From an optimization exercise on the open Yosys and OpenROAD flow, aimed at small area; shortcuts taken in it are not production practice.
Function was checked by simulation only, so behaviour that the tests miss may differ from the original.

<file path="design/flow/constraint.sdc">
create_clock -name core_clock -period 7.5 [get_ports {clk}]
set_input_delay 1.5000 -clock core_clock [delete_from_list [all_inputs] [get_ports {clk}]]
set_output_delay 1.5000 -clock core_clock [all_outputs]
set_load 0.01 [all_outputs]
</file>
<file path="design/flow/run.sh">
#!/bin/bash
# synth_recipe.tcl (not shown) runs the flow's synth.tcl, then flattens the netlist and writes it again
# the make line also repeats each setting of config.mk as NAME=value (left out here)
make -C /OpenROAD-flow-scripts/flow DESIGN_CONFIG=/design/flow/config.mk WORK_HOME=/design/flow/orfs CLKGATE_MAP_FILE= SYNTH_SCRIPT=/design/flow/synth_recipe.tcl finish
</file>
<file path="design/flow/design.v">
package spectrum_peak_finder_pkg;
  localparam int NFFT_MIN     = 7;
  localparam int NFFT_MAX     = 10;
  localparam int NFFT_DEFAULT = 10;
  localparam int FS_HZ        = 48000;
  typedef enum logic [1:0] {
    IDLE    = 2'd0,
    RUN     = 2'd1,
    DRAIN   = 2'd2,
    PUBLISH = 2'd3
  } state_t;
  function automatic [3:0] effective_nfft(input [4:0] nfft);
    if ((nfft >= 5'(NFFT_MIN)) && (nfft <= 5'(NFFT_MAX)))
      effective_nfft = nfft[3:0];
    else
      effective_nfft = 4'(NFFT_DEFAULT);
  endfunction
endpackage
module mag_sq_pipe #(
  parameter int DATA_W = 16,
  parameter int IDX_W  = 10
) (
  input  logic                     clk,
  input  logic                     rst,
  input  logic                     in_valid,
  input  logic [IDX_W-1:0]         in_index,
  input  logic signed [DATA_W-1:0] re,
  input  logic signed [DATA_W-1:0] im,
  output logic                     out_valid,
  output logic [IDX_W-1:0]         out_index,
  output logic [2*DATA_W-1:0]      out_mag
);
  logic signed [2*DATA_W-1:0] re_ext;
  logic signed [2*DATA_W-1:0] im_ext;
  logic signed [2*DATA_W-1:0] re_sq_q;
  logic signed [2*DATA_W-1:0] im_sq_q;
  logic [IDX_W-1:0]           idx1_q;
  logic                       valid1_q;
  assign re_ext = {{DATA_W{re[DATA_W-1]}}, re};
  assign im_ext = {{DATA_W{im[DATA_W-1]}}, im};
  always_ff @(posedge clk) begin
    if (rst) begin
      valid1_q  <= 1'b0;
      out_valid <= 1'b0;
    end else begin
      valid1_q  <= in_valid;
      out_valid <= valid1_q;
    end
  end
  always_ff @(posedge clk) begin
    re_sq_q   <= re_ext * re_ext;
    im_sq_q   <= im_ext * im_ext;
    idx1_q    <= in_index;
    out_mag   <= $unsigned(re_sq_q) + $unsigned(im_sq_q);
    out_index <= idx1_q;
  end
endmodule
module spectrum_peak_finder #(
  parameter int DATA_W  = 16,
  parameter int IDX_W   = 10,
  parameter int MIN_BIN = 1
) (
  input  logic                     clk,
  input  logic                     rst,
  input  logic [4:0]               curr_nfft,
  input  logic signed [DATA_W-1:0] s_re,
  input  logic signed [DATA_W-1:0] s_im,
  input  logic                     s_valid,
  input  logic                     s_last,
  output logic                     s_ready,
  output logic [IDX_W-1:0]         max_index,
  output logic [2*DATA_W-1:0]      max_mag,
  output logic                     max_valid,
  output logic                     frame_err
);
  spectrum_peak_finder_pkg::state_t state;
  spectrum_peak_finder_pkg::state_t next_state;
  logic [3:0]          nfft_q;
  logic [3:0]          nfft_cur;
  logic [IDX_W-1:0]    next_bin;
  logic [IDX_W-1:0]    bin_k;
  logic [IDX_W-1:0]    last_bin;
  logic [IDX_W-1:0]    half_last;
  logic [1:0]          drain_cnt;
  logic                err_q;
  logic [2*DATA_W-1:0] best_mag;
  logic [IDX_W-1:0]    best_idx;
  logic accept_ok;
  logic beat;
  logic first_beat;
  logic is_last_bin;
  logic frame_end;
  logic in_window;
  logic publish_load;
  logic                pipe_valid;
  logic [IDX_W-1:0]    pipe_index;
  logic [2*DATA_W-1:0] pipe_mag;
  assign accept_ok  = ((state == spectrum_peak_finder_pkg::IDLE) || (state == spectrum_peak_finder_pkg::RUN)) && !rst;
  assign s_ready    = accept_ok;
  assign beat       = s_valid && accept_ok;
  assign first_beat = beat && (state == spectrum_peak_finder_pkg::IDLE);
  assign nfft_cur  = (state == spectrum_peak_finder_pkg::IDLE) ? spectrum_peak_finder_pkg::effective_nfft(curr_nfft) : nfft_q;
  assign bin_k     = (state == spectrum_peak_finder_pkg::IDLE) ? '0 : next_bin;
  assign last_bin  = IDX_W'((32'd1 << nfft_cur) - 32'd1);
  assign half_last = last_bin >> 1;
  assign is_last_bin = (bin_k == last_bin);
  assign frame_end   = beat && (s_last || is_last_bin);
  assign in_window   = (bin_k >= IDX_W'(MIN_BIN)) && (bin_k <= half_last);
  assign publish_load = (state == spectrum_peak_finder_pkg::DRAIN) && (drain_cnt == 2'd2);
  mag_sq_pipe #(
    .DATA_W (DATA_W),
    .IDX_W  (IDX_W)
  ) u_mag_sq_pipe (
    .clk       (clk),
    .rst       (rst),
    .in_valid  (beat && in_window),
    .in_index  (bin_k),
    .re        (s_re),
    .im        (s_im),
    .out_valid (pipe_valid),
    .out_index (pipe_index),
    .out_mag   (pipe_mag)
  );
  always_ff @(posedge clk) begin
    if (rst) begin
      state <= spectrum_peak_finder_pkg::IDLE;
    end else begin
      state <= next_state;
    end
  end
  always_comb begin
    next_state = state;
    max_valid  = 1'b0;
    case (state)
      spectrum_peak_finder_pkg::IDLE, spectrum_peak_finder_pkg::RUN: begin
        if (beat) begin
          next_state = frame_end ? spectrum_peak_finder_pkg::DRAIN : spectrum_peak_finder_pkg::RUN;
        end
      end
      spectrum_peak_finder_pkg::DRAIN: begin
        if (drain_cnt == 2'd2) begin
          next_state = spectrum_peak_finder_pkg::PUBLISH;
        end
      end
      spectrum_peak_finder_pkg::PUBLISH: begin
        max_valid  = 1'b1;
        next_state = spectrum_peak_finder_pkg::IDLE;
      end
      default: next_state = spectrum_peak_finder_pkg::IDLE;
    endcase
  end
  always_ff @(posedge clk) begin
    if (rst) begin
      nfft_q    <= 4'(spectrum_peak_finder_pkg::NFFT_DEFAULT);
      next_bin  <= '0;
      drain_cnt <= 2'd0;
      err_q     <= 1'b0;
      best_mag  <= '0;
      best_idx  <= IDX_W'(MIN_BIN);
      max_index <= '0;
      max_mag   <= '0;
      frame_err <= 1'b0;
    end else begin
      if (beat) begin
        next_bin <= bin_k + 1'b1;
      end
      if (first_beat) begin
        nfft_q <= nfft_cur;
      end
      if (frame_end) begin
        err_q <= (s_last != is_last_bin);
      end else if (first_beat) begin
        err_q <= 1'b0;
      end
      drain_cnt <= (state == spectrum_peak_finder_pkg::DRAIN) ? drain_cnt + 2'd1 : 2'd0;
      if (first_beat) begin
        best_mag <= '0;
        best_idx <= IDX_W'(MIN_BIN);
      end else if (pipe_valid && (pipe_mag > best_mag)) begin
        best_mag <= pipe_mag;
        best_idx <= pipe_index;
      end
      if (publish_load) begin
        max_index <= best_idx;
        max_mag   <= best_mag;
        frame_err <= err_q;
      end
    end
  end
endmodule
</file>
<file path="design/flow/config.mk">
export PLATFORM = sky130hd
export DESIGN_NAME = spectrum_peak_finder
export DESIGN_NICKNAME = spectrum_peak_finder
export VERILOG_FILES = /design/flow/design.v
export SDC_FILE = /design/flow/constraint.sdc
export NUM_CORES = 4
export LEC_CHECK = 0
export CAP_MARGIN = 20
export CORE_MARGIN = 2
export CORE_UTILIZATION = 40
export SLEW_MARGIN = 20
</file>
==> out/qor.yml <==
num-nets-final: 3971
cts_root_buf: "clkbuf_16"
crit_arrival_ps: 7610
cts_tree: "built"
pin_count: 86
initial_core_util_pct: 40.55
synth_edf_count: 0
routed_wl_um: 58540
num_rows: 94
yosys_register_bits: 220
outcome: "finished clean"
drv_slew: 0
final_common_cell: "inv_1"
grt_first_pass_wirelength_um: 100700
rsz0062_at_grt: "no"
final_hold_viol_count: 0
clockBufferDepth: 3
skew_ps: 23.55
cpPeakStageDelay_ps: 550
path_common_cell: "fa_1"
path_clk_slew_ps: 60
fp.dieH_um: 262.9
worst_setup_path_start_kind: "primary input"
holdPathStages: 0
holdBufCountCts: 0
vias_per_cell: 4.770
tns_ps: 0
path_cells: "clkdlybuf4s50_1 > nand2_1 > inv_1 > fa_1 > inv_1 > fa_1 > fa_1 > inv_1 > fa_1 > fa_1 > inv_1 > fa_1 > inv_1 > ha_1 > and3_1 > a221o_1 > a21oi_1 > o32ai_2 > a21o_1 > a31oi_1 > o21ai_1 > a311o_1"
cp_max_fo: 4
grt_start_max_net_pins: 68
cts_buffers: 25
num_antenna_cells: 0
antenna_left: 0
place.gp.congestion: 0.8668
syn-cell-area_um2: 26800
grt_pass1_vias: 20709
vias: 19481
area_growth_pct: 16.16
final_cell_mix: "697 x inv_1, 467 x fa_1, 287 x nand2_1"
slowest_stage: "fa_1"
drc: 0
ff2ff_path_depth: 17
synth_top_area_share_pct: 34.88
synth_cells: 2947
setup_viol: 0
gr-total-overflow: 0
async_reset_ff_share_pct: 0
worstSetupPathType: "primary input to flop"
use_met2_pct: 31.71
drv_cap: 0
port_buffers: 85
grt_use_met1_pct: 23.10
placed_area_um2: 30210
finalCritPeriodShare_pct: 95.96
muxShareOfSynthArea_pct: 0.3408
synth_area_leaders: "fa_1 35%, dfxtp_1 16%, ha_1 12%"
synth_xor_area_share_pct: 3.917
synthSimpleGateAreaFrac_pct: 11.28
period_needed_ps: 7197
die_w_um: 262.9
ys_seq_area_share_pct: 16.43
yosysWarnings: 2
clock_latency_ps: 550
final_util_pct: 47.10
top_usage_layer: "met2"
clock-sinks: 220
fmax_ghz: 0.1390
cp_num_cells: 22
post_drt_wl_per_cell_um: 14.33
core_um2: 66100
relSlewSlack_pct: 40.29
h-tree-depth: 1
synth_area_per_cell_um2: 9.095
critPathBufInv: 6
initialDrtViolationCount: 764
path_delay_family: "adder cells"
track_usage_pct: 17.74
cp-end-kind: "flop"
rrSetupSlack_ps: 3400
synthAdderAreaFrac_pct: 47.06
hp-class: "flop to flop"
use_met3_pct: 1.668
detailed_place_hpwl_um: 49760
layout-drive-gt1-share_pct: 9.783
syn_nets: 3716
synth_top_family_by_area: "adder cells"
die_area_um2: 69100
synth_top_area_cell: "fa_1"
synthFlopType: "dfxtp_1"
synthDistinctLibCells: 77
drt-pass1-iter-count: 6
worst-slew-pin-transition_ps: 894.7
design_area_um2: 31130
critPathRequiredTime_ps: 7910
antenna_found_initial: 0
synth_compound_area_share_pct: 9.784
==> synth_stat cells, types with 13 or more instances <==
| cell | instances |
|---|---|
| and3_1 | 14 |
| and2_1 | 67 |
| fa_1 | 467 |
| nand3_1 | 66 |
| xnor2_1 | 88 |
| nand4_1 | 19 |
| inv_1 | 697 |
| a21oi_1 | 122 |
| o21ai_0 | 90 |
| nor3_1 | 17 |
| a21boi_1 | 16 |
| a21o_1 | 44 |
| ha_1 | 261 |
| a21boi_0 | 30 |
| nor2_1 | 146 |
| o21a_1 | 20 |
| xor2_1 | 30 |
| dfxtp_1 | 220 |
| a31o_2 | 13 |
| nand2_1 | 287 |
| clkbuf_1 | 85 |
==> final cells by class <==
class                   instances  area, µm²
clock inverters                13      220.2
multi-input cells            1934      19450
well taps                     864       1081
inverters                     700       2628
fillers                      6427      34960
repair buffers                321       2655
flip-flops and latches        220       4404
clock buffers                  32      691.9
==> flip-flops by register name (all words and copies together), names as in the netlist <==
| name | count |
|---|---|
| best_idx | 10 |
| max_mag | 32 |
| u_mag_sq_pipe.im_sq_q | 31 |
| u_mag_sq_pipe.out_index | 10 |
| state | 2 |
| best_mag | 32 |
| u_mag_sq_pipe.out_mag | 32 |
| u_mag_sq_pipe.out_valid | 1 |
| u_mag_sq_pipe.valid1_q | 1 |
| max_index | 10 |
| next_bin | 10 |
| frame_err | 1 |
| drain_cnt | 2 |
| u_mag_sq_pipe.idx1_q | 10 |
| u_mag_sq_pipe.re_sq_q | 31 |
| nfft_q | 4 |
| err_q | 1 |
==> layer usage <==
metal,vias up,share of wire [%]
li1,9567,-
met1,9583,45
met2,257,50
met3,74,2.8
met4,0,2.2
met5,-,0
==> metrics by stage <==
step	hold WS [ps]	worst slack [ps]	instances
2_1_floorplan	309.6	182.7	2947
3_3_place_gp	312.3	-141.5	4039
3_5_place_dp	312.1	-220.8	4039
4_1_cts	325.6	322.5	4084
5_1_grt	328.5	17.38	4084
6_report	321.2	303.2	4084
==> cells by family (layout without fill, tap and decap cells) <==
group / count (synthesis) / in the layout
buffers and inverters: 793 / 1066
adders and majority gates: 728 / 728
and+or+nand+nor: 668 / 668
AOI/OAI and AO/OA: 410 / 410
DFF: 220 / 220
xor gates and xnor gates: 119 / 119
muxes: 9 / 9
==> worst paths after layout <==
kind | start | endpoint
worst max-delay path | s_im[8] | u_mag_sq_pipe.im_sq_q[30]
worst min-delay path | u_mag_sq_pipe.idx1_q[5] | u_mag_sq_pipe.out_index[5]
worst max register to register | state[1] | err_q
worst min register to register | u_mag_sq_pipe.idx1_q[5] | u_mag_sq_pipe.out_index[5]
==> repair_timing <==
action	CTS	global route
gates resized for setup	0	1
setup endpoints to repair	0	1
setup buffers	0	0

-- separate check: timing with driven ports --
The results above use ideal ports. As a check the final layout listed here was re-extracted and re-timed, cells and wires unchanged.
Step 1, drivers: a clkbuf_16 drives clk and a buf_2 each remaining input, both assumed.
Step 2 also shifts input and output timing later by t, the mid clock arrival at the registers, as if the neighbouring blocks saw the same clock.
Slacks: ideal ports / drivers / drivers and shift; pairs: ideal ports / drivers.
t, ns: 0.593
slack for setup (ns): 0.303 / 0.340 / -0.253
worst setup path at the end: input to register
clock arrival spread, ns: 0.026 / 0.025
worst data-port slew with drivers (ns): 0.04
With both steps, setup timing fails in this run, where it was met with ideal ports. The setup slack of this run moves by +0.037 ns with the drivers and by -0.556 ns with both steps.
